What follows belongs to an exercise in optimizing a design on an open flow for small area; a production flow would make more cautious choices. Only simulation tests tie the RTL to the original design; equivalence was not proved. No activity file was given, so power comes from the tool's default toggle rates.

`config.mk`:
```
export PLATFORM = sky130hd
export DESIGN_NAME = decode_stage
export DESIGN_NICKNAME = decode_stage
export VERILOG_FILES = /design/flow/design.v
export SDC_FILE = /design/flow/constraint.sdc
export NUM_CORES = 4
export LEC_CHECK = 0
export CAP_MARGIN = 20
export CORE_MARGIN = 2
export CORE_UTILIZATION = 70
export CTS_BUF_LIST = sky130_fd_sc_hd__clkbuf_4 sky130_fd_sc_hd__clkbuf_8
export SLEW_MARGIN = 20
export SYNTH_HIERARCHICAL = 1
```
`constraint.sdc`:
```
create_clock -name core_clock -period 5.0 [get_ports {clk}]
set_input_delay 1.0000 -clock core_clock [delete_from_list [all_inputs] [get_ports {clk}]]
set_output_delay 1.0000 -clock core_clock [all_outputs]
set_load 0.01 [all_outputs]
```
`design.v`:
```
module decode_stage #(
    parameter int REG_ADDR_W  = 5,
    parameter int STALL_CNT_W = 16
) (
    input  logic                   clk,
    input  logic                   rst,
    input  logic [31:0]            instr_in,
    input  logic                   wb_en,
    input  logic [REG_ADDR_W-1:0]  wb_addr,
    input  logic [31:0]            wb_data,
    output logic                   is_hazard,
    output logic                   id_valid,
    output logic [5:0]             id_opcode,
    output logic [5:0]             id_funct,
    output logic [REG_ADDR_W-1:0]  id_rs,
    output logic [REG_ADDR_W-1:0]  id_rt,
    output logic [REG_ADDR_W-1:0]  id_dest,
    output logic [31:0]            id_imm,
    output logic [31:0]            id_rs_data,
    output logic [31:0]            id_rt_data,
    output logic                   id_reg_write,
    output logic                   id_mem_read,
    output logic                   id_mem_write,
    output logic [STALL_CNT_W-1:0] stall_count
);
    localparam int NUM_REGS = 2 ** REG_ADDR_W;
    localparam logic [5:0] OP_RTYPE = 6'h00;
    localparam logic [5:0] OP_LW    = 6'h23;
    localparam logic [5:0] OP_SW    = 6'h2B;
    localparam logic [5:0] OP_ADDI  = 6'h08;
    localparam logic [5:0] OP_BEQ   = 6'h04;
    logic [31:0]                    ir_q;
    logic [NUM_REGS-1:1][31:0]      rf_q;
    logic [STALL_CNT_W-1:0]         stall_count_q;
    logic [5:0]            in_op;
    logic [REG_ADDR_W-1:0] in_rs, in_rt;
    logic                  in_uses_rt, id_load;
    assign in_op      = instr_in[31:26];
    assign in_rs      = instr_in[25:21];
    assign in_rt      = instr_in[20:16];
    assign in_uses_rt = (in_op == OP_RTYPE) | (in_op == OP_SW) | (in_op == OP_BEQ);
    assign id_load    = (ir_q[31:26] == OP_LW) & (ir_q[20:16] != '0);
    assign is_hazard  = id_load & ((in_rs == ir_q[20:16]) |
                                   (in_uses_rt & (in_rt == ir_q[20:16])));
    logic                   rf_wr_any;
    logic [31:0]            rf_wdata;
    assign rf_wr_any = ~rst | wb_en;
    assign rf_wdata  = wb_data & {32{rst}};
    always_ff @(posedge clk) begin
        if (!rst || is_hazard) ir_q <= '0;
        else                   ir_q <= instr_in;
        if (!rst)                                stall_count_q <= '0;
        else if (is_hazard && (stall_count_q != '1)) stall_count_q <= stall_count_q + 1'b1;
    end
    for (genvar r = 1; r < NUM_REGS; r++) begin : g_rf
        always_ff @(posedge clk) begin
            if (!rst || (wb_en && (wb_addr == r))) rf_q[r] <= rf_wdata;
        end
    end
    logic [5:0]            op;
    logic [REG_ADDR_W-1:0] rs, rt;
    assign op = ir_q[31:26];
    assign rs = ir_q[25:21];
    assign rt = ir_q[20:16];
    logic [NUM_REGS-1:0] sel_rs, sel_rt;
    logic [NUM_REGS-1:0][31:0] rf_all;
    assign rf_all = {rf_q, 32'h0};
    always_comb begin
        for (int r = 0; r < NUM_REGS; r++) begin
            sel_rs[r] = (rs == r);
            sel_rt[r] = (rt == r);
        end
    end
    for (genvar b = 0; b < 32; b++) begin : g_rd
        logic [10:0] ts, tt;
        for (genvar g = 0; g < 10; g++) begin : g_grp
            localparam int R0 = 3*g + 1;
            decode_stage_aoi222 u_s (
                .a1(sel_rs[R0]), .a2(rf_all[R0][b]), .b1(sel_rs[R0+1]), .b2(rf_all[R0+1][b]),
                .c1(sel_rs[R0+2]), .c2(rf_all[R0+2][b]), .y(ts[g]));
            decode_stage_aoi222 u_t (
                .a1(sel_rt[R0]), .a2(rf_all[R0][b]), .b1(sel_rt[R0+1]), .b2(rf_all[R0+1][b]),
                .c1(sel_rt[R0+2]), .c2(rf_all[R0+2][b]), .y(tt[g]));
        end
        assign ts[10] = ~(sel_rs[31] & rf_all[31][b]);
        assign tt[10] = ~(sel_rt[31] & rf_all[31][b]);
        decode_stage_or11n u_os (.t(ts), .y(id_rs_data[b]));
        decode_stage_or11n u_ot (.t(tt), .y(id_rt_data[b]));
    end
    always_comb begin
        case (op)
            OP_RTYPE:        id_dest = ir_q[15:11];
            OP_LW, OP_ADDI:  id_dest = rt;
            default:         id_dest = '0;
        endcase
    end
    assign id_valid     = (ir_q != '0);
    assign id_opcode    = op;
    assign id_funct     = ir_q[5:0];
    assign id_rs        = rs;
    assign id_rt        = rt;
    assign id_imm       = {{16{ir_q[15]}}, ir_q[15:0]};
    assign id_reg_write = (id_dest != '0);
    assign id_mem_read  = (op == OP_LW);
    assign id_mem_write = (op == OP_SW);
    assign stall_count  = stall_count_q;
endmodule
module decode_stage_aoi222 (
    input  logic a1, a2, b1, b2, c1, c2,
    output logic y
);
    assign y = ~((a1 & a2) | (b1 & b2) | (c1 & c2));
endmodule
module decode_stage_or11n (
    input  logic [10:0] t,
    output logic        y
);
    assign y = ~(&t);
endmodule
```
`run.sh`:
```
#!/bin/bash
# synth_recipe.tcl (not shown) runs the flow's synth.tcl, then flattens the netlist and writes it again
# the make line also repeats each setting of config.mk as NAME=value (left out here)
make -C /OpenROAD-flow-scripts/flow DESIGN_CONFIG=/design/flow/config.mk WORK_HOME=/design/flow/orfs CLKGATE_MAP_FILE= SYNTH_SCRIPT=/design/flow/synth_recipe.tcl finish
```
==> qor.txt, run 1 <==
Fmax -> 197 MHz
GPL Wtd Cong -> 1.00
Htree depth -> 4
Aggregate routed wire length -> 145000 um
Vias -> 32300
Finished Cell Area -> 48700 um^2
IO buf count -> 215
Synth Area in XOR/XNOR -> 0.00235
Status -> complete, but fails checks
Critical path capture point type -> primary output
Via density -> 8.68
Maximum number of pins on one net before global-route repair -> 64
Blocking Checks -> setup timing
Clk Latency, worst-skew pair -> 0.83 ns
Core area -> 57900 um^2
Critical Path Most Common Cell -> buf_4
Most numerous cell in the Yosys netlist -> edfxtp_1
Synth cell types -> 49
Synth top area cells -> edfxtp_1 73%, a222oi_1 16%, dfxtp_1 2.3%, nand4_1 2.1%, or3_1 1.1%
Fraction of registers with async set/reset -> 0
Initial DRC Count -> 9096
Worst-case clock buffer depth -> 3
Tcrit/Tclk final -> 1.01
# IOs -> 216
WP data required -> 4.00 ns
Number of synthesized register bits -> 1040
Peak VDD IR -> 0.000346 V
Top-area cell type share of the netlist area -> 0.725
Final non-filler cell total -> 3717
Net Sw Frac -> 0.249
Number of global-route vias before repair -> 31400
HPWL Detailed -> 83500 um
Placement-stage worst setup slack -> 0.439 ns
Syn_area_per_cell -> 17.2 um^2
Switch Pwr -> 4.78 mW
Number of buffers created by CTS -> 159
Seq pwr share -> 0.562
Post-Synth Adder-Cell Area -> 0.000305
Final worst-path setup slack -> -0.0732 ns
Critical-path maximum fanout -> 32
Final TNS setup -> -0.269 ns
Pins Over Slew Limit -> 0
Simple-Gate Fraction of Synth Area -> 0.0741
Reg2Reg Setup Slack -> 2.08 ns
Area leader, netlist -> edfxtp_1
Startpoint Class -> flip-flop
Main combinational cell family by area after synthesis -> compound AO/OA/AOI/OAI gates
Placed cell count -> 3427
DRC Markers -> 0
Design Power -> 19.2 mW
Initial antenna violation count -> 2
Final setup fails -> 8
Sequential area share after synthesis -> 0.748
Die Span Y -> 246 um
Hold buffer count at CTS -> 0
Fin nets -> 2903
First-pass GRT wire length -> 205000 um
Clock share of power -> 0.355
Fill cells -> 2768
Share of cells above drive strength 1 -> 0.175
Arr. time, crit path -> 4.07 ns
Root buf cell -> clkbuf_8
Synth Area in Compound Gates -> 0.166
Hold Vio Cnt, Final -> 0
CTS sink cnt -> 1040
Die area -> 60600 um^2
Post-Synthesis Cell Area -> 41100 um^2
Final ANT Viol Nets -> 0
Mux contribution to synthesized area -> 0.000518
Global route total overflow -> 0
DR pass1 iterations -> 17
Area post-placement -> 45500 um^2
Number of flops mapped to enable cells by yosys -> 992
WS Path Type -> reg2out
Crit-path max cell delay -> 0.58 ns
Starting density of the core -> 0.709
CP max stage cell -> or3_4
Fin crit period -> 5.07 ns
Post-synth top flop -> edfxtp_1
P&R area growth vs syn -> 18.6%
Row count -> 88
Synth Net Count -> 2456
WHS -> 0.520 ns
Pint -> 14.4 mW
Hold Path Class -> reg2reg
Crit path cell chain -> nand2b_2 -> buf_4 -> nor2_2 -> buf_4 -> a222oi_1 -> nand4_1 -> or3_4 -> clkdlybuf4s50_1
Gate power share -> 0.083
Routed len/inst -> 39.1 um
Total GRT Usage -> 0.476
Fin util -> 0.841
MaxCap Viol Count -> 0
Leakage power -> 16.0 nW
Commonest cells in the netlist -> 992 x edfxtp_1, 640 x a222oi_1, 135 x nand4_1, 82 x nand2_1, 74 x nand3_1
Ys Warns -> 7
Measured slew at the worst slew-check pin -> 1.18 ns
Clk_skew -> 0.0120 ns
CTS tree -> done
Post-Synthesis Cells -> 2383
Slew margin rel. -> 0.215
Die width -> 246 um
Clock transition at path regs -> 0.06 ns
PwrDens -> 394 nW/um^2
-- modules after synthesis, one instance, submodules excluded --
module	flops+latches	cells inside	area, um^2	times used
decode_stage_aoi222	0	1	10.0	640
decode_stage	1040	1487	33200	1
decode_stage_or11n	0	4	23.8	64
-- logic make-up (layout without fill, tap and decap cells) --
logic type | after synthesis | in the layout
AOI/OAI and AO/OA | 709 | 709
xor gates and xnor gates | 11 | 11
adders and majority gates | 1 | 1
buffers and inverters | 64 | 629
DFF | 1040 | 1040
muxes | 2 | 2
other | 0 | 2
and+or+nand+nor | 556 | 558
-- per-layer routing --
layer,up-vias,GRT usage,share of wire
met1,15000,0.609,0.29
li1,12300,-,-
met5,-,0.00572,0.000048
met2,4135,0.703,0.43
met4,2,0.319,0.086
met3,841,0.155,0.19
-- power by group through the flow --
| stage | combinational, mW | sequential (mW) | clock (mW) |
|---|---|---|---|
| 2_1_floorplan | 0.634 | 10.8 | 0 |
| 3_3_place_gp | 1.47 | 10.8 | 0 |
| 3_5_place_dp | 1.49 | 10.9 | 0 |
| 4_1_cts | 1.51 | 10.7 | 6.76 |
| 5_1_grt | 1.60 | 10.8 | 7.14 |
| 6_report | 1.59 | 10.8 | 6.81 |
-- cell usage in the layout, fill, tap and decap left out, drive strengths merged, types with 6 or more instances in the layout --
master	netlist	final
dfxtp	48	48
xor2	8	8
nand3	74	74
or4	10	10
nand2	82	82
nor2	72	74
inv	6	19
edfxtp	992	992
and2	34	34
nand3b	7	7
or3	70	70
buf	24	127
clkbuf	33	216
nand2b	11	11
o21ai	35	35
a222oi	640	640
a21oi	11	11
clkinv	1	51
nand4	135	135
clkdlybuf4s50	0	214
o31ai	8	8
nor4	7	7
nor3	6	6
and3	34	34
-- cell type report --
| class | instances | area (um^2) | share of cell area |
|---|---|---|---|
| clock inverters | 65 | 375 | 0.00771 |
| well taps | 765 | 957 | 0.0197 |
| flip-flops and latches | 1040 | 30800 | 0.632 |
| inverters | 7 | 26.3 | 0.000539 |
| repair buffers | 341 | 3210 | 0.0659 |
| diodes | 2 | 5.00 | 0.000103 |
| multi-input cells | 1281 | 10700 | 0.221 |
| clock buffers | 216 | 2620 | 0.0538 |
-- registers in the layout, indices dropped and copies added (netlist names) --
| name | flops |
|---|---|
| stall_count_q | 16 |
| ir_q | 32 |
| rf_q | 992 |
-- critical path: cells and delay by family (launching register included) --
family | cells | cell delay, ns
DFF | 1 | 0.45
AOI/OAI and AO/OA | 1 | 0.37
buffers and inverters | 3 | 1.03
and+or+nand+nor | 4 | 1.33
-- final timing paths --
| kind | end | depth (start not counted) | from |
|---|---|---|---|
| setup / recovery | id_rs_data[0] | 8 | ir_q[22] |
| hold / removal | stall_count_q[8] | 2 | stall_count_q[8] |
| setup reg to reg | stall_count_q[13] | 8 | ir_q[19] |
| hold reg to reg | stall_count_q[8] | 2 | stall_count_q[8] |
-- what timing repair did --
item,CTS,global route
gates resized for setup,24,11
pin swaps,2,9
setup endpoints to repair,61,26
gates cloned,2,0
setup buffers,2,2
==> run 2, diff against run 1 <==
--- a/config.mk
+++ b/config.mk
@@ -9,4 +9,3 @@
 export CORE_MARGIN = 2
-export CORE_UTILIZATION = 70
-export CTS_BUF_LIST = sky130_fd_sc_hd__clkbuf_4 sky130_fd_sc_hd__clkbuf_8
+export CORE_UTILIZATION = 40
 export SLEW_MARGIN = 20
==> run 2 against run 1 <==
  * The run now finishes clean
  * Non-clock buffer count increased by 27
  * Synthesized cell count unchanged
  * Clock-buffer cell count decreased by 81
  * Largest power group unchanged
==> qor.txt, run 2 <==
Total GRT Usage -> 0.283
Root buf cell -> clkbuf_16
CTS sink cnt -> 1040
Final non-filler cell total -> 4258
Fraction of registers with async set/reset -> 0
Synth Net Count -> 2456
Clock transition at path regs -> 0.06 ns
Core area -> 102000 um^2
Row count -> 117
Fmax -> 203 MHz
IO buf count -> 215
Synth cell types -> 49
Synth top area cells -> edfxtp_1 73%, a222oi_1 16%, dfxtp_1 2.3%, nand4_1 2.1%, or3_1 1.1%
Most numerous cell in the Yosys netlist -> edfxtp_1
Slew margin rel. -> 0.205
Crit-path max cell delay -> 0.60 ns
# IOs -> 216
Final ANT Viol Nets -> 0
Global route total overflow -> 0
Hold Vio Cnt, Final -> 0
Final worst-path setup slack -> 0.0730 ns
P&R area growth vs syn -> 22.1%
Sequential area share after synthesis -> 0.748
HPWL Detailed -> 92900 um
Commonest cells in the netlist -> 992 x edfxtp_1, 640 x a222oi_1, 135 x nand4_1, 82 x nand2_1, 74 x nand3_1
DRC Markers -> 0
Aggregate routed wire length -> 155000 um
Via density -> 7.28
Crit path cell chain -> nand2b_2 -> buf_4 -> nor2_4 -> buf_4 -> a222oi_1 -> nand4_1 -> or3_1 -> clkdlybuf4s50_1
Final TNS setup -> 0 ns
Most common cell after layout, fill and taps aside -> edfxtp_1
Share of cells above drive strength 1 -> 0.149
Status -> complete, no violations
Hold Path Class -> reg2reg
Routed len/inst -> 36.3 um
Top-area cell type share of the netlist area -> 0.725
Critical path capture point type -> primary output
Biggest register -> rf_q
Die area -> 105000 um^2
Number of flops mapped to enable cells by yosys -> 992
Syn_area_per_cell -> 17.2 um^2
PwrDens -> 402 nW/um^2
Worst-case clock buffer depth -> 3
Ys Warns -> 7
Maximum number of pins on one net before global-route repair -> 62
Post-synth top flop -> edfxtp_1
Critical-path maximum fanout -> 32
Top flop regs -> rf_q x992, ir_q x32, stall_count_q x16
GPL Wtd Cong -> 0.890
Area leader, netlist -> edfxtp_1
DR pass1 iterations -> 14
Final setup fails -> 0
Area post-placement -> 46600 um^2
Post-Synthesis Cell Area -> 41100 um^2
Pins Over Slew Limit -> 0
Vias -> 31000
Die width -> 324 um
Critical Path Most Common Cell -> buf_4
Htree depth -> 3
CTS tree -> done
Starting density of the core -> 0.403
Fin crit period -> 4.93 ns
Die Span Y -> 324 um
Finished Cell Area -> 50200 um^2
Initial antenna violation count -> 6
Max reg flops -> 992
Arr. time, crit path -> 3.93 ns
Post-Synthesis Cells -> 2383
Number of global-route vias before repair -> 30500
CP max stage cell -> or3_1
Fill cells -> 8519
Leakage power -> 16.2 nW
Initial DRC Count -> 7748
Clk_skew -> 0.00837 ns
Placed cell count -> 4047
Placement-stage worst setup slack -> 0.583 ns
Most frequent cells in the layout -> 992 x edfxtp_1, 640 x a222oi_1, 214 x clkdlybuf4s50_1, 135 x nand4_1, 130 x buf_4
First-pass GRT wire length -> 217000 um
Multi-input combinational cell area -> 10700 um^2
WP data required -> 4.00 ns
MaxCap Viol Count -> 0
Hold buffer count at CTS -> 0
Fin nets -> 2873
Number of buffers created by CTS -> 103
Tcrit/Tclk final -> 0.985
WS Path Type -> reg2out
Number of synthesized register bits -> 1040
Peak VDD IR -> 0.000335 V
Measured slew at the worst slew-check pin -> 1.19 ns
FF/Latch Area -> 30800 um^2
Clk Latency, worst-skew pair -> 0.69 ns
Design Power -> 20.2 mW
Startpoint Class -> flip-flop
run 2: cell count changes in the layout (fill, tap and decap cells not counted), sizes merged:
cell	delta
clkinvlp	-1
inv	-10
clkbuf	-81
buf	+27
clkinv	-6
bufinv	+10
nor2	-1
run 2: power breakdown:
part | leakage [nW] | internal (mW) | total (mW) | switching (mW)
Clock | 1.63 | 4.44 | 7.76 | 3.32
Combinational | 4.63 | 0.557 | 1.64 | 1.09
Sequential | 9.99 | 10.4 | 10.7 | 0.385
run 2: cell type report:
type	count	area share
repair buffers	368	0.0715
well taps	1368	0.0341
inverters	7	0.000524
multi-input cells	1280	0.214
clock inverters	58	0.0119
flip-flops and latches	1040	0.613
clock buffers	135	0.0548
diodes	2	0.0000997
run 2: metal layers:
| metal | routed length [um] | track usage | vias up |
|---|---|---|---|
| met2 | 67900 | 0.423 | 3021 |
| met3 | 24700 | 0.0867 | 425 |
| met5 | 66 | 0 | - |
| li1 | - | - | 12200 |
| met4 | 8060 | 0.132 | 4 |
| met1 | 53800 | 0.378 | 15300 |
run 2: path summary, 6_finish.rpt:
check | depth (start not counted) | slack (ns) | end | start
setup / recovery | 8 | 0.07 | id_rt_data[10] | ir_q[17]
hold / removal | 2 | 0.52 | stall_count_q[8] | stall_count_q[8]
setup reg to reg | 6 | 2.57 | stall_count_q[13] | ir_q[20]
hold reg to reg | 2 | 0.52 | stall_count_q[8] | stall_count_q[8]
run 2: what timing repair did:
action | CTS | global route
endpoints found under the setup margin | 44 | 36
gates cloned | 1 | 0
pin swaps | 4 | 4
setup buffers | 8 | 6
resized for setup | 9 | 10
run 2: cells by family (layout without fill, tap and decap cells):
| family | after synthesis | in the layout | share of synthesized area |
|---|---|---|---|
| simple gates | 556 | 557 | 0.0741 |
| other cells | 0 | 2 | 0 |
| flops | 1040 | 1040 | 0.748 |
| mux | 2 | 2 | 0.000518 |
| compound gates | 709 | 709 | 0.166 |
| xor+xnor | 11 | 11 | 0.00235 |
| fa+ha+maj | 1 | 1 | 0.000305 |
| buf+inv | 64 | 568 | 0.00807 |
run 2: per-stage QoR:
step	hold slack [ns]	util
2_1_floorplan	0.507	-
3_3_place_gp	0.495	0.457
3_5_place_dp	0.501	0.457
4_1_cts	0.511	0.491
5_1_grt	0.556	0.492
6_report	0.518	0.492
run 2: modules after synthesis, one instance, submodules excluded:
module | cells inside | area [um^2] | flops+latches | times used
decode_stage | 1487 | 33200 | 1040 | 1
decode_stage_aoi222 | 1 | 10.0 | 0 | 640
decode_stage_or11n | 4 | 23.8 | 0 | 64
run 2: critical path: cells and delay by family (launching register included):
kind	cells	cell delay (ns)
AO/OA/AOI/OAI	1	0.45
buffers and inverters	3	1.10
flip-flops	1	0.47
AND/OR/NAND/NOR	4	1.19
==> run 3, diff against run 2 <==
==> flow/run.sh (new file) <==
#!/bin/bash
# The standard layout, with the port buffers made from the smallest plain
# buffer (buf_1) instead of the delay buffer buffer_ports picks by default.
set -euo pipefail
export BUFFER_PORTS_ARGS="-buffer_cell sky130_fd_sc_hd__buf_1"
bash standard.sh > standard.log 2>&1
==> standard.sh (new file) <==
#!/bin/bash
# synth_recipe.tcl (not shown) runs the flow's synth.tcl, then flattens the netlist and writes it again
# the make line also repeats each setting of config.mk as NAME=value (left out here)
make -C /OpenROAD-flow-scripts/flow DESIGN_CONFIG=/design/flow/config.mk WORK_HOME=/design/flow/orfs CLKGATE_MAP_FILE= SYNTH_SCRIPT=/design/flow/synth_recipe.tcl "${@:-finish}"
--- a/config.mk
+++ b/config.mk
@@ -9,3 +9,4 @@
 export CORE_MARGIN = 2
-export CORE_UTILIZATION = 40
+export CORE_UTILIZATION = 50
+export CTS_BUF_LIST = sky130_fd_sc_hd__clkbuf_4 sky130_fd_sc_hd__clkbuf_8
 export SLEW_MARGIN = 20
removed: run.sh
==> run 3 against run 2 <==
  * The layout now fails its checks (setup timing)
  * Non-clock buffer count down 26
  * Highest routed layer is now met4
  * Clock skew up 0.0011 ns
  * Worst hold slack worse by 0.13 ns
  * Design area down 3.9%
  * Final cell count down 4.9%
  * Fmax down 2.2%
  * Die area down 20%
  * Worst setup slack worse by 0.11 ns
  * Clock power down 5.8%
==> qor.txt, run 3 <==
Status -> complete, but fails checks
Blocking Checks -> setup timing
Global route total overflow -> 0
Post-synth top flop -> edfxtp_1
CTS tree -> done
Sequential area share after synthesis -> 0.748
Peak VDD IR -> 0.000223 V
Tcrit/Tclk final -> 1.01
P&R area growth vs syn -> 17.3%
Post-Synthesis Cells -> 2383
Initial antenna violation count -> 2
Slew margin rel. -> 0.240
Number of synthesized register bits -> 1040
# IOs -> 216
Ys Warns -> 7
Top flop regs -> rf_q x992, ir_q x32, stall_count_q x16
Htree depth -> 4
Crit path cell chain -> or3b_2 -> nor2_4 -> buf_12 -> a222oi_1 -> nand4_1 -> or3_1 -> buf_1
Leakage power -> 15.7 nW
IO buf count -> 215
Most frequent cells in the layout -> 992 x edfxtp_1, 640 x a222oi_1, 214 x buf_1, 175 x clkbuf_8, 135 x nand4_1
Synth top area cells -> edfxtp_1 73%, a222oi_1 16%, dfxtp_1 2.3%, nand4_1 2.1%, or3_1 1.1%
DRC Markers -> 0
Mux contribution to synthesized area -> 0.000518
R2R Path Start -> ir_q[19]
MaxCap Viol Count -> 0
Crit-path max cell delay -> 0.67 ns
Number of buffers created by CTS -> 170
Worst-case clock buffer depth -> 3
Startpoint Class -> flip-flop
Final ANT Viol Nets -> 0
WP data required -> 4.00 ns
DR pass1 iterations -> 11
Critical-path maximum fanout -> 20
Number of flops mapped to enable cells by yosys -> 992
Most numerous cell in the Yosys netlist -> edfxtp_1
Die Span Y -> 291 um
Design Power -> 19.5 mW
Fin crit period -> 5.04 ns
Main combinational cell family by area after synthesis -> compound AO/OA/AOI/OAI gates
Core area -> 81700 um^2
Starting density of the core -> 0.503
First-pass GRT wire length -> 211000 um
Die area -> 84500 um^2
Synth cell types -> 49
Clk_skew -> 0.00951 ns
Total GRT Usage -> 0.347
Commonest cells in the netlist -> 992 x edfxtp_1, 640 x a222oi_1, 135 x nand4_1, 82 x nand2_1, 74 x nand3_1
Simple-Gate Fraction of Synth Area -> 0.0741
Arr. time, crit path -> 4.04 ns
Hold Vio Cnt, Final -> 0
Aggregate routed wire length -> 151000 um
Number of global-route vias before repair -> 30500
Initial DRC Count -> 7769
Post-Synth Adder-Cell Area -> 0.000305
Area leader, netlist -> edfxtp_1
Syn_area_per_cell -> 17.2 um^2
Synth Area in Compound Gates -> 0.166
Row count -> 105
Final setup fails -> 1
Most common cell after layout, fill and taps aside -> edfxtp_1
Pins Over Slew Limit -> 0
Via density -> 7.70
Routed len/inst -> 37.3 um
PwrDens -> 404 nW/um^2
Max reg flops -> 992
Synth Area in XOR/XNOR -> 0.00235
Share of cells above drive strength 1 -> 0.176
Fmax -> 199 MHz
Root buf cell -> clkbuf_8
Maximum number of pins on one net before global-route repair -> 58
Critical Path Start -> ir_q[19]
Critical path capture point type -> primary output
Post-Synthesis Cell Area -> 41100 um^2
Measured slew at the worst slew-check pin -> 1.14 ns
WS Path Type -> reg2out
Fin nets -> 2916
Synth Net Count -> 2456
Clk Latency, worst-skew pair -> 0.84 ns
Final worst-path setup slack -> -0.0360 ns
Top-area cell type share of the netlist area -> 0.725
Vias -> 31200
Clock transition at path regs -> 0.06 ns
CTS sink cnt -> 1040
Hold Path Class -> in2reg
GPL Wtd Cong -> 0.926
Hold buffer count at CTS -> 0
WHS -> 0.383 ns
Hold Path Origin -> instr_in[0]
RSZ-0062 raised after global routing -> yes
CP max stage cell -> dfxtp_1
Biggest register -> rf_q
Die width -> 291 um
HPWL Detailed -> 88800 um
Fraction of registers with async set/reset -> 0
## run 3: repair_timing
item                                    4_1_cts  5_1_grt
endpoints found under the setup margin        0       24
resized for setup                             0        7
setup buffers                                 0        3
hold endpoints to repair                      0        0
## run 3: path summary, 6_finish.rpt
check,endpoint,slack [ns],cells past startpoint
worst max-delay path,id_rt_data[21],-0.04,7
worst max register to register,stall_count_q[15],2.19,6
worst min-delay path,ir_q[0],0.38,2
worst min register to register,stall_count_q[4],0.51,2
## run 3: kinds of logic (layout without fill, tap and decap cells)
kind of cell | after synthesis | count (layout)
mux | 2 | 2
flops | 1040 | 1040
simple gates | 556 | 559
other cells | 0 | 3
buf+inv | 64 | 655
compound gates | 709 | 709
xor+xnor | 11 | 11
fa+ha+maj | 1 | 1
## run 3: final cells by class
cell class / count / area [um^2]
Timing Repair Buffer: 342 / 1940
Multi-Input combinational cell: 1282 / 10800
Tap cell: 1070 / 1340
Inverter: 7 / 26.3
Antenna cell: 3 / 7.51
Fill cell: 6262 / 33500
Sequential cell: 1040 / 30700
Clock buffer: 224 / 2780
Clock inverter: 82 / 552
## run 3: through the flow
stage / TNS (ns) / utilization / area [um^2] / std cells / setup WS (ns)
2_1_floorplan: 0 / - / 41100 / 2383 / 0.865
3_3_place_gp: 0 / 0.547 / 44700 / 3731 / 1.01
3_5_place_dp: 0 / 0.547 / 44700 / 3732 / 0.957
4_1_cts: 0 / 0.588 / 48100 / 4038 / 0.0605
5_1_grt: -0.0140 / 0.590 / 48200 / 4048 / -0.0140
6_report: -0.0360 / 0.590 / 48200 / 4050 / -0.0360
## run 3: report_power, final
group / leakage [nW] / internal, mW / switching (mW)
clock: 1.76 / 3.86 / 3.45
combinational: 3.93 / 0.357 / 1.07
sequential: 9.99 / 10.4 / 0.375
## run 3: worst max-delay path: cells and delay by family, from the launching register on
family | cells | cell delay (ns)
buffers and inverters | 2 | 0.37
and+or+nand+nor | 4 | 1.67
DFF | 1 | 0.67
AOI/OAI and AO/OA | 1 | 0.47
## run 3: metal layers
layer  share of wire  vias up  GRT usage
li1                -    12400          -
met1            0.34    15300      0.460
met2            0.44     3043      0.525
met3            0.16      457     0.0938
met4           0.059        0      0.186
met5               0        -          0
## run 3: Yosys stat by module, one instance, submodules excluded
module               cells  flip-flops and latches
decode_stage_or11n       4                       0
decode_stage_aoi222      1                       0
decode_stage          1487                    1040
==> run 4, diff against run 3 <==
==> flow/run.sh (replaced) <==
#!/bin/bash
# The standard layout, with two changes:
#  - the port buffers are the smallest plain buffer (buf_1) instead of the
#    delay buffer buffer_ports picks by default;
#  - clock tree synthesis uses small clock buffers and larger sink clusters,
#    without dummy loads.
set -euo pipefail
export BUFFER_PORTS_ARGS="-buffer_cell sky130_fd_sc_hd__buf_1"
export CTS_ARGS="-sink_clustering_enable -repair_clock_nets -dont_use_dummy_load -buf_list {sky130_fd_sc_hd__clkbuf_4 sky130_fd_sc_hd__clkbuf_8} -sink_clustering_size 16 -sink_clustering_max_diameter 60"
bash standard.sh > standard.log 2>&1
--- a/config.mk
+++ b/config.mk
@@ -9,4 +9,4 @@
 export CORE_MARGIN = 2
-export CORE_UTILIZATION = 50
-export CTS_BUF_LIST = sky130_fd_sc_hd__clkbuf_4 sky130_fd_sc_hd__clkbuf_8
+export CORE_UTILIZATION = 45
+export SETUP_SLACK_MARGIN = 0.2
 export SLEW_MARGIN = 20
==> run 4 against run 3 <==
  * Critical endpoint is now id_rs_data[16]
  * Global-route usage shrank 3.7 points
  * Critical path type unchanged
  * Sequential power is essentially flat
  * Largest power group unchanged
  * Routed wire length shrank 0.62%
  * Clock-buffer cell count shrank 143
  * Synthesized area is the same
  * Highest routed layer is now met5
  * The run now finishes clean
  * Via count shrank 1.6%
==> qor.txt, run 4 <==
Status -> complete, no violations
Clock transition at path regs -> 0.09 ns
Placed cell count -> 3851
Startpoint Class -> flip-flop
Reg2Reg Setup Slack -> 2.51 ns
Row count -> 110
Max reg flops -> 992
HPWL Detailed -> 91000 um
Maximum number of pins on one net before global-route repair -> 58
Sequential area share after synthesis -> 0.748
Worst Hold Depth -> 2
Synth top area cells -> edfxtp_1 73%, a222oi_1 16%, dfxtp_1 2.3%, nand4_1 2.1%, or3_1 1.1%
GPL Wtd Cong -> 0.948
Slew margin rel. -> 0.198
Arr. time, crit path -> 3.77 ns
Hold Vio Cnt, Final -> 0
Placement-stage worst setup slack -> 0.853 ns
Pins Over Slew Limit -> 0
Final non-filler cell total -> 3950
DR pass1 iterations -> 15
P&R area growth vs syn -> 12.4%
Core area -> 90300 um^2
Design Power -> 16.3 mW
Syn_area_per_cell -> 17.2 um^2
PwrDens -> 352 nW/um^2
Initial DRC Count -> 7888
DRC Markers -> 0
Tcrit/Tclk final -> 0.954
Root buf cell -> clkbuf_8
CTS sink cnt -> 1040
Post-synth top flop -> edfxtp_1
Clk_skew -> 0.0307 ns
Clk Latency, worst-skew pair -> 0.72 ns
Top flop regs -> rf_q x992, ir_q x32, stall_count_q x16
MaxCap Viol Count -> 0
Final TNS setup -> 0 ns
Vias -> 30700
Post-Synthesis Cell Area -> 41100 um^2
Die area -> 93700 um^2
WP data required -> 4.00 ns
Area post-placement -> 44900 um^2
Share of cells above drive strength 1 -> 0.128
Final worst-path setup slack -> 0.230 ns
Fin util -> 0.512
Peak VDD IR -> 0.000192 V
Commonest cells in the netlist -> 992 x edfxtp_1, 640 x a222oi_1, 135 x nand4_1, 82 x nand2_1, 74 x nand3_1
Die width -> 306 um
Number of global-route vias before repair -> 29500
Routed len/inst -> 38.0 um
Starting density of the core -> 0.455
R2R Path Start -> ir_q[29]
Leakage power -> 14.6 nW
Fmax -> 210 MHz
Global route total overflow -> 0
Most numerous cell in the Yosys netlist -> edfxtp_1
Top-area cell type share of the netlist area -> 0.725
CTS tree -> done
Reg-to-reg endpoint -> stall_count_q[7]
Area leader, netlist -> edfxtp_1
Total GRT Usage -> 0.310
Number of flops mapped to enable cells by yosys -> 992
Hold Path Class -> in2reg
Critical path capture point type -> primary output
Worst-case clock buffer depth -> 3
Measured slew at the worst slew-check pin -> 1.20 ns
WHS Endpoint -> ir_q[14]
Htree depth -> 3
Reg2Reg Depth -> 6
Fin nets -> 2841
# IOs -> 216
Most frequent cells in the layout -> 992 x edfxtp_1, 640 x a222oi_1, 214 x buf_1, 137 x buf_4, 135 x nand4_1
Initial antenna violation count -> 6
WS Path Type -> reg2out
Synth Net Count -> 2456
Number of buffers created by CTS -> 81
Biggest register -> rf_q
Post-Synthesis Cells -> 2383
Finished Cell Area -> 46200 um^2
Fin crit period -> 4.77 ns
Hold Path Origin -> instr_in[14]
Final setup fails -> 0
Final ANT Viol Nets -> 0
Most common cell after layout, fill and taps aside -> edfxtp_1
WHS -> 0.497 ns
RSZ-0062 raised after global routing -> yes
Synth cell types -> 49
Critical-path maximum fanout -> 18
Ys Warns -> 7
Die Span Y -> 306 um
Fraction of registers with async set/reset -> 0
Via density -> 7.76
First-pass GRT wire length -> 210000 um
IO buf count -> 215
Aggregate routed wire length -> 150000 um
Number of synthesized register bits -> 1040
-- run 4: worst max path at each step --
| stage | start | to | slack (ns) | cells past startpoint |
|---|---|---|---|---|
| 2_1_floorplan | wb_en | rf_q[160] | 0.87 | 3 |
| 3_3_place_gp | ir_q[18] | id_rt_data[16] | 0.85 | 7 |
| 3_5_place_dp | ir_q[18] | id_rt_data[16] | 0.85 | 7 |
| 4_1_cts | ir_q[18] | id_rt_data[27] | 0.20 | 7 |
| 5_1_grt | ir_q[23] | id_rs_data[1] | 0.15 | 6 |
| 6_report | ir_q[25] | id_rs_data[16] | 0.23 | 7 |
-- run 4: cell type report --
class                           instances  area [um^2]
Inverter                                7         26.3
Timing Repair Buffer                  359         1980
Sequential cell                      1040        30800
Clock buffer                           81         1110
Antenna cell                            8         20.0
Tap cell                             1176         1470
Multi-Input combinational cell       1279        10800
Fill cell                            7410        44100
-- run 4: per-module statistics from Yosys, one instance, submodules excluded --
module	times used	cell area, um^2
decode_stage_aoi222	640	10.0
decode_stage_or11n	64	23.8
decode_stage	1	33200
-- run 4: logic make-up (layout without fill, tap and decap cells) --
family / after synthesis / in the layout / synth area share
buffers and inverters: 64 / 447 / 0.00807
multiplexers: 2 / 2 / 0.000518
other: 0 / 8 / 0
XOR/XNOR: 11 / 11 / 0.00235
AND/OR/NAND/NOR: 556 / 556 / 0.0741
flip-flops: 1040 / 1040 / 0.748
adder cells (fa/ha/maj): 1 / 1 / 0.000305
AO/OA/AOI/OAI: 709 / 709 / 0.166
-- run 4: layer usage --
layer	part of all wire	wire, um	track usage	vias up
li1	-	-	-	12100
met1	0.35	51900	0.410	15300
met2	0.45	67400	0.482	2887
met3	0.15	22500	0.0771	431
met4	0.056	8410	0.152	4
met5	0.00018	27	0	-
-- run 4: timing repair --
item                       CTS  global route
pin swaps                    1             2
hold buffers                 0             0
setup buffers                6             2
gates resized for setup      1             6
setup endpoints to repair   20            30
-- run 4: power breakdown --
group	switching [mW]	internal, mW	leakage, nW	total (mW)
clock network	2.66	1.45	0.582	4.11
registers	0.381	10.3	9.99	10.7
logic	1.09	0.359	3.99	1.45
-- run 4: critical path: stages, from the launching register on --
cell and delay (ns):
dfxtp_1 0.39, nand2b_1 0.69, nor2_4 0.32, buf_4 0.32, a222oi_1 0.36, nand4_1 0.28
or3_1 0.51, buf_1 0.17
==> run 5, diff against run 4 <==
--- a/design.v
+++ b/design.v
@@ -55,5 +55,11 @@
     for (genvar r = 1; r < NUM_REGS; r++) begin : g_rf
-        always_ff @(posedge clk) begin
-            if (!rst || (wb_en && (wb_addr == r))) rf_q[r] <= rf_wdata;
+        logic        we, keep;
+        logic [31:0] rf_d;
+        assign we   = ~rst | (wb_en & (wb_addr == r));
+        assign keep = ~we;
+        for (genvar b = 0; b < 32; b++) begin : g_bit
+            decode_stage_ao22 u_hold (
+                .a1(rf_q[r][b]), .a2(keep), .b1(rf_wdata[b]), .b2(we), .y(rf_d[b]));
         end
+        always_ff @(posedge clk) rf_q[r] <= rf_d;
     end
@@ -119 +125,7 @@
 endmodule
+module decode_stage_ao22 (
+    input  logic a1, a2, b1, b2,
+    output logic y
+);
+    assign y = (a1 & a2) | (b1 & b2);
+endmodule
==> run 5 against run 4 <==
  * Non-clock buffer count grew 48
  * Worst hold slack got worse by 0.041 ns
  * Global-route usage is 12 points higher
  * Sequential cell count stayed put
  * Fmax decreased by 2.6%
  * Register-to-register slack got worse by 0.29 ns
  * Critical endpoint is now id_rt_data[22]
  * Routed wire length grew 37%
  * Clock power increased by 5%
  * Design area down 0.86%
  * Critical path depth up 1
  * Still clean
  * Critical path type unchanged
==> qor.txt, run 5 <==
Fin nets -> 3924
Critical path capture point type -> primary output
Post-Synthesis Cells -> 3418
Starting density of the core -> 0.454
Maximum number of pins on one net before global-route repair -> 76
Area leader, netlist -> dfxtp_1
Final TNS setup -> 0 ns
Final ANT Viol Nets -> 0
Fin crit period -> 4.89 ns
DR pass1 iterations -> 12
Worst-case clock buffer depth -> 3
Htree depth -> 3
Core area -> 88400 um^2
Most numerous cell in the Yosys netlist -> dfxtp_1
CP max stage cell -> dfxtp_1
IO buf count -> 215
Synth Net Count -> 3491
Multi-input combinational cell area -> 19700 um^2
Top-area cell type share of the netlist area -> 0.519
GPL Wtd Cong -> 1.00
Startpoint Class -> flip-flop
Ys Warns -> 7
Sequential area share after synthesis -> 0.519
Synth cell types -> 44
Slew margin rel. -> 0.173
Hold Vio Cnt, Final -> 0
Initial antenna violation count -> 12
Clock transition at path regs -> 0.09 ns
Tcrit/Tclk final -> 0.979
PwrDens -> 350 nW/um^2
Status -> complete, no violations
Fill cells -> 7849
Clk_skew -> 0.0588 ns
Top flop regs -> rf_q x992, ir_q x32, stall_count_q x16
Leakage power -> 17.3 nW
Fmax -> 204 MHz
Number of synthesized register bits -> 1040
Measured slew at the worst slew-check pin -> 1.24 ns
Hold buffer count at CTS -> 0
Die Span Y -> 303 um
Die width -> 303 um
RSZ-0062 raised after global routing -> yes
Via density -> 8.30
Fraction of registers with async set/reset -> 0
Max reg flops -> 992
# IOs -> 216
WHS -> 0.455 ns
Pins Over Slew Limit -> 0
DRC Markers -> 0
Most frequent cells in the layout -> 1033 x dfxtp_1, 997 x a22o_1, 640 x a222oi_1, 214 x buf_1, 168 x buf_4
Most common cell after layout, fill and taps aside -> dfxtp_1
FF/Latch Area -> 20800 um^2
Hold Path Class -> in2reg
Number of flops mapped to enable cells by yosys -> 0
Total GRT Usage -> 0.428
Vias -> 41700
Global route total overflow -> 0
Biggest register -> rf_q
Crit path cell chain -> nand3b_1 -> buf_12 -> nor2_4 -> buf_4 -> a222oi_1 -> nand4_1 -> or3_1 -> buf_1
Aggregate routed wire length -> 205000 um
Commonest cells in the netlist -> 1040 x dfxtp_1, 997 x a22o_1, 640 x a222oi_1, 134 x nand4_1, 89 x nand2_1
Arr. time, crit path -> 3.89 ns
Initial DRC Count -> 9377
MaxCap Viol Count -> 0
Final setup fails -> 0
Share of cells above drive strength 1 -> 0.106
Row count -> 109
First-pass GRT wire length -> 286000 um
WS Path Type -> reg2out
Post-synth top flop -> dfxtp_1
Die area -> 91600 um^2
HPWL Detailed -> 124000 um
Root buf cell -> clkbuf_8
Syn_area_per_cell -> 11.7 um^2
Post-Synthesis Cell Area -> 40100 um^2
CTS sink cnt -> 1040
P&R area growth vs syn -> 14.2%
Peak VDD IR -> 0.000237 V
Routed len/inst -> 40.8 um
Number of buffers created by CTS -> 84
Number of global-route vias before repair -> 39500
Critical-path maximum fanout -> 12
CP delay by family, top -> simple AND/OR/NAND/NOR gates
Clk Latency, worst-skew pair -> 0.76 ns
WP data required -> 4.00 ns
Crit-path max cell delay -> 0.62 ns
CTS tree -> done
Synth top area cells -> dfxtp_1 52%, a22o_1 22%, a222oi_1 16%, nand4_1 2.1%, or3_1 1.0%
Crit path buffers/inverters -> 3
==> run 5: changes by cell type after synthesis, sizes merged, moves of 4 or more <==
cell / delta
a22o: +992
dfxtp: +992
edfxtp: -992
inv: +26
nor2: -14
nor3: +13
buf: +12
a21oi: -10
a21boi: +8
mux2i: +7
nand2: +7
nand2b: +6
or3: -4
==> run 5: cell type report <==
| type | instances | area share |
|---|---|---|
| diodes | 12 | 0.000656 |
| clock buffers | 84 | 0.0252 |
| inverters | 32 | 0.00262 |
| multi-input cells | 2286 | 0.429 |
| flip-flops and latches | 1040 | 0.455 |
| well taps | 1165 | 0.0318 |
| repair buffers | 407 | 0.0556 |
==> run 5: kinds of logic (layout without fill, tap and decap cells) <==
logic type	Yosys count	in the layout	synth area share
AOI/OAI and AO/OA	1690	1690	0.385
DFF	1040	1040	0.519
and+or+nand+nor	571	577	0.0787
buffers and inverters	98	523	0.0124
xor gates and xnor gates	10	10	0.00237
muxes	8	8	0.00200
adders and majority gates	1	1	0.000312
other	0	12	0
==> run 5: final timing paths <==
kind                                   startpoint           endpoint  slack (ns)  cells past startpoint
worst max-delay path                     ir_q[20]     id_rt_data[22]        0.11                      8
worst min-delay path                  instr_in[2]            ir_q[2]        0.46                      2
worst max register to register           ir_q[20]   stall_count_q[3]        2.22                      6
worst min register to register  stall_count_q[10]  stall_count_q[10]        0.50                      2
==> run 5: report_power, final <==
group,switching [mW],internal (mW)
Combinational,1.38,0.803
Sequential,0.582,8.97
Clock,2.79,1.50
==> run 5: routing by layer <==
layer / share of wire / vias to the layer above / track usage
li1: - / 16300 / -
met1: 0.35 / 20300 / 0.527
met2: 0.41 / 4128 / 0.614
met3: 0.16 / 959 / 0.167
met4: 0.084 / 16 / 0.292
met5: 0.0014 / - / 0.00362
==> run 5: worst reg2reg max path, cell delays in order (launching register included) <==
cell	delay, ns
dfxtp_1	0.62
or3_1	0.40
o211ai_1	0.17
o31a_2	0.54
buf_4	0.29
or4_1	0.56
a21boi_1	0.18
==> run 5: Yosys stat by module, one instance, submodules excluded <==
module	copies in the design	area, um^2	flops+latches
decode_stage_ao22	992	8.76	0
decode_stage_or11n	64	23.8	0
decode_stage	1	23500	1040
decode_stage_aoi222	640	10.0	0
==> run 5: repair_timing <==
action,in CTS,in global routing
cloned,4,2
resized for setup,14,11
setup endpoints to repair,45,25
endpoints found under the hold margin,0,0
setup buffers,5,2
pin swaps,5,10
==> run 5: stage by stage <==
step / instance area, um^2 / total power, mW / cells / utilization / worst slack (ns)
final: 45800 / 16.0 / 5026 / 0.518 / 0.105
after global routing: 45800 / 16.4 / 5015 / 0.518 / 0.176
after CTS: 45700 / 15.9 / 5008 / 0.517 / 0.202
after detailed placement: 44400 / 11.8 / 4915 / 0.502 / 0.728
after global placement: 44300 / 11.7 / 4914 / 0.502 / 0.792
after floorplan: 40100 / 10.7 / 3418 / - / 0.368
==> run 6, diff against run 5 <==
--- a/config.mk
+++ b/config.mk
@@ -7,3 +7,3 @@
 export LEC_CHECK = 0
-export CAP_MARGIN = 20
+export CAP_MARGIN = 5
 export CORE_MARGIN = 2
@@ -11,3 +11,3 @@
 export SETUP_SLACK_MARGIN = 0.2
-export SLEW_MARGIN = 20
+export SLEW_MARGIN = 5
 export SYNTH_HIERARCHICAL = 1
==> run 6 against run 5 <==
  * Total power is 0.13% higher
  * Non-clock buffer count is 11 higher
  * First-iteration DRC count is 4.2% higher
  * Via count is 0.29% lower
  * Critical path type unchanged
  * Largest cell class unchanged
  * Highest routed layer unchanged
==> qor.txt, run 6 <==
Root buf cell -> clkbuf_8
Number of synthesized register bits -> 1040
Maximum number of pins on one net before global-route repair -> 76
Most common cell after layout, fill and taps aside -> dfxtp_1
Die area -> 91600 um^2
Worst-case clock buffer depth -> 3
Final ANT Viol Nets -> 0
Final worst-path setup slack -> 0.137 ns
Top-area cell type share of the netlist area -> 0.519
Fill cells -> 7954
Fmax -> 206 MHz
Via density -> 8.26
Syn_area_per_cell -> 11.7 um^2
WP data required -> 4.00 ns
GPL Wtd Cong -> 1.00
Ys Warns -> 7
Clk_skew -> 0.0235 ns
FF/Latch Area -> 20800 um^2
Synth cell types -> 44
Tcrit/Tclk final -> 0.973
Crit path cell chain -> nand2_4 -> buf_4 -> nor2_4 -> buf_12 -> buf_12 -> a222oi_1 -> nand4_1 -> or3_4 -> buf_1
Post-Synthesis Cell Area -> 40100 um^2
Clock share of power -> 0.268
PwrDens -> 350 nW/um^2
Multi-input combinational cell area -> 19700 um^2
# IOs -> 216
Hold Vio Cnt, Final -> 0
Status -> complete, no violations
Htree depth -> 3
Final setup fails -> 0
Area leader, netlist -> dfxtp_1
Die width -> 303 um
Pint -> 11.3 mW
Clock transition at path regs -> 0.10 ns
Vias -> 41600
Measured slew at the worst slew-check pin -> 1.33 ns
Hold Path Class -> in2reg
Commonest cells in the netlist -> 1040 x dfxtp_1, 997 x a22o_1, 640 x a222oi_1, 134 x nand4_1, 89 x nand2_1
Most frequent cells in the layout -> 1031 x dfxtp_1, 997 x a22o_1, 640 x a222oi_1, 214 x buf_1, 178 x buf_4
Final TNS setup -> 0 ns
DR pass1 iterations -> 12
Number of global-route vias before repair -> 39700
Starting density of the core -> 0.454
Top flop regs -> rf_q x992, ir_q x32, stall_count_q x16
Number of buffers created by CTS -> 85
RSZ-0062 raised after global routing -> yes
Gate power share -> 0.137
Pins Over Slew Limit -> 0
Aggregate routed wire length -> 206000 um
Arr. time, crit path -> 3.86 ns
Slew margin rel. -> 0.112
Critical-path maximum fanout -> 18
Die Span Y -> 303 um
Post-synth top flop -> dfxtp_1
MaxCap Viol Count -> 0
Clk Latency, worst-skew pair -> 0.74 ns
HPWL Detailed -> 124000 um
Global route total overflow -> 0
Routed len/inst -> 40.9 um
WS Path Type -> reg2out
Max reg flops -> 992
Hold buffer count at CTS -> 0
Worst Hold Depth -> 2
Placement-stage worst setup slack -> 0.750 ns
Crit-path max cell delay -> 0.68 ns
Leakage power -> 17.4 nW
Critical Path Most Common Cell -> buf_12
CTS tree -> done
DRC Markers -> 0
CP max stage cell -> nand4_1
Sequential area share after synthesis -> 0.519
Fraction of registers with async set/reset -> 0
Initial DRC Count -> 9775
Reg2Reg Depth -> 7
Reg2Reg Setup Slack -> 2.24 ns
Fin nets -> 3936
Synth Net Count -> 3491
Startpoint Class -> flip-flop
Net Sw Frac -> 0.296
Most numerous cell in the Yosys netlist -> dfxtp_1
IO buf count -> 215
Share of cells above drive strength 1 -> 0.111
First-pass GRT wire length -> 288000 um
Row count -> 109
Critical path capture point type -> primary output
Number of flops mapped to enable cells by yosys -> 0
Post-Synthesis Cells -> 3418
Biggest register -> rf_q
Seq pwr share -> 0.595
Fin crit period -> 4.86 ns
Core area -> 88400 um^2
P&R area growth vs syn -> 14.5%
Total GRT Usage -> 0.430
Design Power -> 16.1 mW
Peak VDD IR -> 0.000300 V
Switch Pwr -> 4.75 mW
Synth top area cells -> dfxtp_1 52%, a22o_1 22%, a222oi_1 16%, nand4_1 2.1%, or3_1 1.0%
Initial antenna violation count -> 14
CTS sink cnt -> 1040
## run 6: critical path: cells and delay by family (launching register included)
| kind | cells | cell delay [ns] |
|---|---|---|
| AND/OR/NAND/NOR | 4 | 1.66 |
| buffers and inverters | 4 | 0.72 |
| flip-flops | 1 | 0.39 |
| AO/OA/AOI/OAI | 1 | 0.33 |
## run 6: cells by family after synthesis
| logic type | synth area share |
|---|---|
| AND/OR/NAND/NOR | 0.0787 |
| buffers and inverters | 0.0124 |
| XOR/XNOR | 0.00237 |
| AO/OA/AOI/OAI | 0.385 |
| adder cells (fa/ha/maj) | 0.000312 |
| multiplexers | 0.00200 |
| flip-flops | 0.519 |
## run 6: routing by layer
layer | part of all wire | track usage | routed length [um]
met1 | 0.35 | 0.525 | 71700
met2 | 0.41 | 0.615 | 83800
met3 | 0.16 | 0.169 | 32200
met4 | 0.086 | 0.307 | 17700
met5 | 0.0014 | 0.00983 | 291
## run 6: cell type report
cell class,count,share of cell area
tap,1165,0.0317
timing repair buffer,418,0.0573
inverter,32,0.00262
multi-input combinational,2286,0.429
antenna,9,0.000490
clock buffer,85,0.0255
sequential,1040,0.454
## run 6: power by group through the flow
stage	logic (mW)	clock network, mW	registers [mW]
2_1_floorplan	1.20	0	9.54
3_3_place_gp	2.01	0	9.64
3_5_place_dp	2.06	0	9.70
4_1_cts	2.08	4.27	9.51
5_1_grt	2.23	4.57	9.62
6_report	2.20	4.31	9.56
## run 6: timing repair
item | 4_1_cts | 5_1_grt
gates resized for setup | 16 | 22
gates cloned | 6 | 0
pin swaps | 8 | 9
setup endpoints to repair | 51 | 35
setup buffers | 10 | 11
## run 6: through the flow
step	area, um^2	instances	hold WS, ns	utilization
finish	45900	5035	0.481	0.520
global route	45900	5027	0.461	0.519
CTS	45700	5015	0.440	0.518
detailed placement	44300	4914	0.488	0.502
global placement	44300	4914	0.470	0.502
floorplan	40100	3418	0.475	-
## run 6: final timing paths
check                     from                 to
min                instr_in[2]            ir_q[2]
max                   ir_q[16]     id_rt_data[22]
max reg2reg           ir_q[18]   stall_count_q[3]
min reg2reg  stall_count_q[10]  stall_count_q[10]
## run 6: modules after synthesis (local to each module, per instance)
module,flops+latches,cells inside,cell area (um^2),copies in the design
decode_stage_ao22,0,1,8.76,992
decode_stage_aoi222,0,1,10.0,640
decode_stage_or11n,0,4,23.8,64
decode_stage,1040,1530,23500,1
==> run 7, diff against run 6 <==
--- a/design.v
+++ b/design.v
@@ -44,6 +44,2 @@
                                    (in_uses_rt & (in_rt == ir_q[20:16])));
-    logic                   rf_wr_any;
-    logic [31:0]            rf_wdata;
-    assign rf_wr_any = ~rst | wb_en;
-    assign rf_wdata  = wb_data & {32{rst}};
     always_ff @(posedge clk) begin
@@ -55,9 +51,10 @@
     for (genvar r = 1; r < NUM_REGS; r++) begin : g_rf
-        logic        we, keep;
+        logic        hit, we, keep;
         logic [31:0] rf_d;
-        assign we   = ~rst | (wb_en & (wb_addr == r));
-        assign keep = ~we;
+        assign hit  = wb_en & (wb_addr == r);
+        assign we   = rst & hit;
+        assign keep = rst & ~hit;
         for (genvar b = 0; b < 32; b++) begin : g_bit
             decode_stage_ao22 u_hold (
-                .a1(rf_q[r][b]), .a2(keep), .b1(rf_wdata[b]), .b2(we), .y(rf_d[b]));
+                .a1(rf_q[r][b]), .a2(keep), .b1(wb_data[b]), .b2(we), .y(rf_d[b]));
         end
--- a/config.mk
+++ b/config.mk
@@ -7,3 +7,3 @@
 export LEC_CHECK = 0
-export CAP_MARGIN = 5
+export CAP_MARGIN = 20
 export CORE_MARGIN = 2
@@ -11,3 +11,3 @@
 export SETUP_SLACK_MARGIN = 0.2
-export SLEW_MARGIN = 5
+export SLEW_MARGIN = 20
 export SYNTH_HIERARCHICAL = 1
==> run 7 against run 6 <==
  * Final cell count grew 0.30%
  * Synthesized cell count is essentially flat
  * Routed wire length shrank 4.3%
  * Utilization grew 0.77 points
  * Global-route usage shrank 2.0 points
  * Largest power group unchanged
  * Non-clock buffer count grew 15
  * Worst hold slack lost 0.042 ns
  * Critical path depth shrank 1
  * Clock skew grew 0.012 ns
  * First-iteration DRC count grew 1.5%
==> qor.txt, run 7 <==
Clk Latency, worst-skew pair -> 0.77 ns
MaxCap Viol Count -> 0
CTS sink cnt -> 1040
Area leader, netlist -> dfxtp_1
Pins Over Slew Limit -> 0
Die width -> 302 um
Most common cell after layout, fill and taps aside -> dfxtp_1
Ys Warns -> 7
Max reg flops -> 992
Share of cells above drive strength 1 -> 0.121
Final worst-path setup slack -> 0.138 ns
Post-Synthesis Cells -> 3416
Routed len/inst -> 39.0 um
Initial DRC Count -> 9918
Status -> complete, no violations
GPL Wtd Cong -> 0.993
Simple-Gate Fraction of Synth Area -> 0.0807
Starting density of the core -> 0.453
Post-Synth Adder-Cell Area -> 0.000313
Placed cell count -> 4900
Maximum number of pins on one net before global-route repair -> 55
Commonest cells in the netlist -> 1040 x dfxtp_1, 997 x a22o_1, 640 x a222oi_1, 133 x nand4_1, 118 x nor2_1
Final TNS setup -> 0 ns
IO buf count -> 215
CP delay by family, top -> simple AND/OR/NAND/NOR gates
Htree depth -> 3
Synth Net Count -> 3489
Most frequent cells in the layout -> 1030 x dfxtp_1, 997 x a22o_1, 640 x a222oi_1, 212 x buf_1, 168 x buf_4
Crit path buffers/inverters -> 3
Number of buffers created by CTS -> 83
Final ANT Viol Nets -> 0
Post-synth top flop -> dfxtp_1
Reg2Reg Depth -> 6
Fraction of registers with async set/reset -> 0
DR pass1 iterations -> 14
P&R area growth vs syn -> 16.3%
Slew margin rel. -> 0.160
Area post-placement -> 44500 um^2
Synth Area in Compound Gates -> 0.385
HPWL Detailed -> 119000 um
Clock transition at path regs -> 0.10 ns
Synth top area cells -> dfxtp_1 52%, a22o_1 22%, a222oi_1 16%, nand4_1 2.1%, nor2_1 1.1%
CTS tree -> done
Synth cell types -> 46
Biggest register -> rf_q
Worst-case clock buffer depth -> 3
Via density -> 8.18
Top-area cell type share of the netlist area -> 0.521
Hold Path Class -> in2reg
Main combinational cell family by area after synthesis -> compound AO/OA/AOI/OAI gates
Critical path capture point type -> primary output
Post-Synthesis Cell Area -> 40000 um^2
Arr. time, crit path -> 3.86 ns
Hold buffer count at CTS -> 0
Startpoint Class -> flip-flop
WP data required -> 4.00 ns
Root buf cell -> clkbuf_8
Critical Path Start -> ir_q[21]
Synth Area in XOR/XNOR -> 0.00219
Measured slew at the worst slew-check pin -> 1.26 ns
Global route total overflow -> 0
Placement-stage worst setup slack -> 0.788 ns
Finished Cell Area -> 46500 um^2
Crit-path max cell delay -> 0.82 ns
R2R Path Start -> ir_q[20]
Die area -> 91300 um^2
Leakage power -> 16.5 nW
Total GRT Usage -> 0.410
DRC Markers -> 0
Fmax -> 206 MHz
Final setup fails -> 0
# IOs -> 216
CP max stage cell -> nand4_1
Most numerous cell in the Yosys netlist -> dfxtp_1
WS Path Type -> reg2out
Hold Vio Cnt, Final -> 0
Reg-to-reg endpoint -> ir_q[22]
CP Depth -> 8
Number of synthesized register bits -> 1040
Number of global-route vias before repair -> 39300
Reg2Reg Setup Slack -> 2.38 ns
Mux contribution to synthesized area -> 0.00150
Fin util -> 0.527
First-pass GRT wire length -> 276000 um
Clk_skew -> 0.0354 ns
Fin nets -> 3949
Vias -> 41300
Aggregate routed wire length -> 197000 um
Syn_area_per_cell -> 11.7 um^2
Top flop regs -> rf_q x992, ir_q x32, stall_count_q x16
Crit path cell chain -> buf_4 -> nand3_2 -> nor2_4 -> buf_8 -> a222oi_1 -> nand4_1 -> or3_4 -> buf_1
Number of flops mapped to enable cells by yosys -> 0
CP endpoint -> id_rs_data[24]
Fin crit period -> 4.86 ns
Peak VDD IR -> 0.000218 V
Row count -> 109
Final non-filler cell total -> 5050
Critical-path maximum fanout -> 32
Tcrit/Tclk final -> 0.972
Initial antenna violation count -> 16
Sequential area share after synthesis -> 0.521
PwrDens -> 294 nW/um^2
RSZ-0062 raised after global routing -> yes
Core area -> 88200 um^2
Die Span Y -> 302 um
run 7: per-layer routing:
layer  vias to the layer above  part of all wire  global-route usage
met5                         -           0.00069              0.0135
met4                        12             0.070               0.252
met3                       852              0.16               0.140
met2                      3809              0.41               0.581
met1                     20300              0.36               0.533
li1                      16400                 -                   -
run 7: worst min-delay path by stage:
| stage | from | cells past startpoint | slack (ns) | endpoint |
|---|---|---|---|---|
| detailed placement | rf_q[216] | 1 | 0.49 | rf_q[216] |
| global route | instr_in[11] | 2 | 0.43 | ir_q[11] |
| finish | instr_in[11] | 2 | 0.44 | ir_q[11] |
| global placement | stall_count_q[9] | 2 | 0.48 | stall_count_q[9] |
| floorplan | rf_q[0] | 1 | 0.48 | rf_q[0] |
| CTS | instr_in[11] | 2 | 0.41 | ir_q[11] |
run 7: cell type report:
class / count / area (um^2)
Timing Repair Buffer: 433 / 3140
Clock buffer: 83 / 1140
Fill cell: 7587 / 41700
Sequential cell: 1040 / 20800
Antenna cell: 11 / 27.5
Tap cell: 1165 / 1460
Multi-Input combinational cell: 2316 / 19900
Inverter: 2 / 8.76
run 7: cells by family (layout without fill, tap and decap cells):
group,after synthesis,after routing
flops,1040,1040
xor+xnor,10,10
other cells,0,11
fa+ha+maj,1,1
compound gates,1677,1677
simple gates,613,622
buf+inv,69,518
mux,6,6
run 7: power breakdown:
| part | internal [mW] | switching (mW) | total [mW] |
|---|---|---|---|
| logic | 0.237 | 0.776 | 1.01 |
| registers | 8.35 | 0.0769 | 8.43 |
| clock network | 1.49 | 2.77 | 4.26 |
run 7: repair_timing:
action                     4_1_cts  5_1_grt
hold endpoints to repair         0        0
gates cloned                     7        2
resized for setup               12       38
pin swaps                        8       13
setup endpoints to repair       47       42
buffers inserted                 7       28
run 7: metrics by stage:
step | total power, mW | hold slack (ns)
after detailed placement | 9.51 | 0.493
after CTS | 13.6 | 0.406
after floorplan | 8.91 | 0.475
after global routing | 14.0 | 0.435
after global placement | 9.45 | 0.477
final | 13.7 | 0.438
run 7: per-module statistics from Yosys, one instance, submodules excluded:
module	cells inside	times used	area [um^2]
decode_stage_aoi222	1	640	10.0
decode_stage_or11n	4	64	23.8
decode_stage_ao22	1	992	8.76
decode_stage	1528	1	23400
==> run 8, diff against run 7 <==
--- a/design.v
+++ b/design.v
@@ -120,3 +120,19 @@
 );
-    assign y = ~(&t);
+    logic [2:0] p;
+    decode_stage_and4 u_p0 (.a(t[0]), .b(t[1]), .c(t[2]), .d(t[3]), .y(p[0]));
+    decode_stage_and4 u_p1 (.a(t[4]), .b(t[5]), .c(t[6]), .d(t[7]), .y(p[1]));
+    decode_stage_and3 u_p2 (.a(t[8]), .b(t[9]), .c(t[10]), .y(p[2]));
+    assign y = ~(&p);
+endmodule
+module decode_stage_and4 (
+    input  logic a, b, c, d,
+    output logic y
+);
+    assign y = a & b & c & d;
+endmodule
+module decode_stage_and3 (
+    input  logic a, b, c,
+    output logic y
+);
+    assign y = a & b & c;
 endmodule
--- a/config.mk
+++ b/config.mk
@@ -7,3 +7,3 @@
 export LEC_CHECK = 0
-export CAP_MARGIN = 20
+export CAP_MARGIN = 5
 export CORE_MARGIN = 2
@@ -11,3 +11,3 @@
 export SETUP_SLACK_MARGIN = 0.2
-export SLEW_MARGIN = 20
+export SLEW_MARGIN = 5
 export SYNTH_HIERARCHICAL = 1
==> run 8 against run 7 <==
  * Still clean on timing, DRC and antenna
  * First-iteration DRC count fell by 7.1%
  * Clock power rose by 4%
  * Sequential power barely moved
  * Die area rose by 0.79%
  * Design area fell by 1.2%
  * Critical path depth did not move
  * Total power rose by 0.85%
  * Largest power group unchanged
==> qor.txt, run 8 <==
MaxCap Viol Count -> 0
Final setup fails -> 0
PwrDens -> 301 nW/um^2
Die Span Y -> 303 um
Worst Hold Depth -> 2
Via density -> 8.29
Hold Path Class -> in2reg
Sequential area share after synthesis -> 0.516
Post-Synthesis Cells -> 3416
Measured slew at the worst slew-check pin -> 1.39 ns
Number of buffers created by CTS -> 89
Status -> complete, no violations
Peak VDD IR -> 0.000208 V
Initial antenna violation count -> 14
Root buf cell -> clkbuf_8
Global route total overflow -> 0
Top flop regs -> rf_q x992, ir_q x32, stall_count_q x16
WP data required -> 4.00 ns
Leakage power -> 15.3 nW
Commonest cells in the netlist -> 1040 x dfxtp_1, 997 x a22o_1, 640 x a222oi_1, 129 x and4_1, 118 x nor2_1
# IOs -> 216
Most common cell after layout, fill and taps aside -> dfxtp_1
Most frequent cells in the layout -> 1040 x dfxtp_1, 997 x a22o_1, 640 x a222oi_1, 196 x buf_1, 166 x buf_4
Final ANT Viol Nets -> 0
Arr. time, crit path -> 3.91 ns
Biggest register -> rf_q
Critical-path maximum fanout -> 14
Row count -> 109
Core area -> 88600 um^2
Total GRT Usage -> 0.419
CTS tree -> done
Critical path capture point type -> primary output
Top-area cell type share of the netlist area -> 0.516
Number of synthesized register bits -> 1040
Number of flops mapped to enable cells by yosys -> 0
Die width -> 303 um
Vias -> 41500
Starting density of the core -> 0.455
Critical Path Start -> ir_q[18]
Synth top area cells -> dfxtp_1 52%, a22o_1 22%, a222oi_1 16%, and4_1 2.8%, and3_1 1.6%
Post-Synthesis Cell Area -> 40300 um^2
Aggregate routed wire length -> 204000 um
R2R Path Start -> ir_q[18]
Fin util -> 0.518
Fmax -> 204 MHz
Htree depth -> 3
IO buf count -> 215
Share of cells above drive strength 1 -> 0.112
Max reg flops -> 992
Clk_skew -> 0.0253 ns
Tcrit/Tclk final -> 0.982
Most numerous cell in the Yosys netlist -> dfxtp_1
Area leader, netlist -> dfxtp_1
Clock transition at path regs -> 0.11 ns
Synth Net Count -> 3489
Worst-case clock buffer depth -> 3
Fraction of registers with async set/reset -> 0
Clk Latency, worst-skew pair -> 0.74 ns
Fin nets -> 3912
First-pass GRT wire length -> 283000 um
Ys Warns -> 7
Synth cell types -> 46
DRC Markers -> 0
Final worst-path setup slack -> 0.0897 ns
Maximum number of pins on one net before global-route repair -> 49
Reg2Reg Depth -> 8
Hold Vio Cnt, Final -> 0
Syn_area_per_cell -> 11.8 um^2
CTS sink cnt -> 1040
Post-synth top flop -> dfxtp_1
RSZ-0062 raised after global routing -> yes
DR pass1 iterations -> 13
Die area -> 92000 um^2
GPL Wtd Cong -> 0.974
Initial DRC Count -> 9216
Final TNS setup -> 0 ns
Final non-filler cell total -> 5011
Routed len/inst -> 40.8 um
Fin crit period -> 4.91 ns
Fill cells -> 7867
Startpoint Class -> flip-flop
Pins Over Slew Limit -> 0
Hold buffer count at CTS -> 0
WS Path Type -> reg2out
Number of global-route vias before repair -> 39400
P&R area growth vs syn -> 14.0%
HPWL Detailed -> 121000 um
Slew margin rel. -> 0.0694
Hold Path Origin -> instr_in[4]
Placement-stage worst setup slack -> 0.831 ns
Placed cell count -> 4885
run 8: cell types whose count changed after synthesis, sizes merged:
| cell | change |
|---|---|
| and3 | +64 |
| or3 | -64 |
| and4 | +128 |
| nand4 | -128 |
run 8: final cells by class:
type,count,area (um^2),share of cell area
timing repair buffer,393,2320,0.0504
tap,1165,1460,0.0317
inverter,2,8.76,0.000191
clock buffer,89,1220,0.0267
sequential,1040,20800,0.453
antenna,9,22.5,0.000490
multi-input combinational,2313,20100,0.437
run 8: worst paths after layout:
| check | endpoint | slack (ns) |
|---|---|---|
| worst min register to register | rf_q[508] | 0.52 |
| worst max-delay path | id_rt_data[23] | 0.09 |
| worst max register to register | stall_count_q[4] | 2.13 |
| worst min-delay path | ir_q[4] | 0.48 |
run 8: per-module statistics from Yosys, one instance, submodules excluded:
module	flip-flops and latches	copies in the design	cells inside
decode_stage	1040	1	1528
decode_stage_or11n	0	64	1
decode_stage_aoi222	0	640	1
decode_stage_and3	0	64	1
decode_stage_and4	0	128	1
decode_stage_ao22	0	992	1
run 8: kinds of logic (layout without fill, tap and decap cells):
| kind of cell | after synthesis | in the layout | share of synthesized area |
|---|---|---|---|
| multiplexers | 6 | 6 | 0.00149 |
| buffers and inverters | 69 | 484 | 0.00962 |
| AND/OR/NAND/NOR | 613 | 619 | 0.0880 |
| other | 0 | 9 | 0 |
| AO/OA/AOI/OAI | 1677 | 1677 | 0.382 |
| adder cells (fa/ha/maj) | 1 | 1 | 0.000310 |
| XOR/XNOR | 10 | 10 | 0.00217 |
| flip-flops | 1040 | 1040 | 0.516 |
run 8: repair_timing:
| action | in CTS | in global routing |
|---|---|---|
| pin swaps | 1 | 10 |
| cloned | 0 | 6 |
| setup buffers | 0 | 22 |
| gates resized for setup | 2 | 5 |
| endpoints found under the setup margin | 25 | 49 |
run 8: through the flow:
| stage | area (um^2) | total power [mW] | hold slack [ns] |
|---|---|---|---|
| global route | 45900 | 14.1 | 0.485 |
| global placement | 44400 | 9.47 | 0.485 |
| detailed placement | 44400 | 9.49 | 0.492 |
| floorplan | 40300 | 8.91 | 0.475 |
| CTS | 45600 | 13.7 | 0.452 |
| finish | 46000 | 13.8 | 0.479 |
run 8: critical path, cell delays in order (launching register included):
cell and delay, ns:
dfxtp_1 0.47, buf_4 0.22, nand3b_1 0.51, nor2_4 0.56
buf_4 0.39, a222oi_1 0.18, and4_1 0.42, nand3_1 0.24
buf_1 0.19
run 8: routing by layer:
metal  global-route usage  vias to the layer above  wire (um)
met5                    0                        -        121
met4                0.287                       14      16000
met3                0.142                      900      31800
met2                0.605                     3901      83700
met1                0.529                    20400      72600
li1                     -                    16300          -
run 8: power breakdown:
group | switching [mW] | internal [mW] | total [mW]
sequential | 0.0709 | 8.35 | 8.42
combinational | 0.772 | 0.181 | 0.953
clock | 2.85 | 1.59 | 4.44

## re-timing with driven ports
How much do the figures lean on ideal ports? The routed layouts below were timed once more, with nothing changed but the port constraints.
Step 1: set_driving_cell puts a clkbuf_16 on clk and a buf_2 on each other input, an assumption about the parent block.
Step 2 times the ports against the registers' clock, not the clock port: input delays grow and output delays shrink by t, the midpoint of the rising clock arrivals with the driver on.
Three values: ideal ports, drivers, drivers and shift; two values: the first two.
| run | shift t [ns] | slack for setup (ns) |
|---|---|---|
| run 1 | 0.885 | -0.073 / -0.133 / 0.371 |
| run 2 | 0.750 | 0.073 / 0.000 / 0.708 |
| run 3 | 0.886 | -0.036 / -0.100 / 0.786 |
| run 4 | 0.800 | 0.230 / 0.152 / 0.953 |
| run 5 | 0.819 | 0.105 / 0.034 / 0.853 |
| run 6 | 0.800 | 0.137 / 0.069 / 0.870 |
| run 7 | 0.817 | 0.138 / 0.067 / 0.857 |
| run 8 | 0.817 | 0.090 / 0.028 / 0.841 |
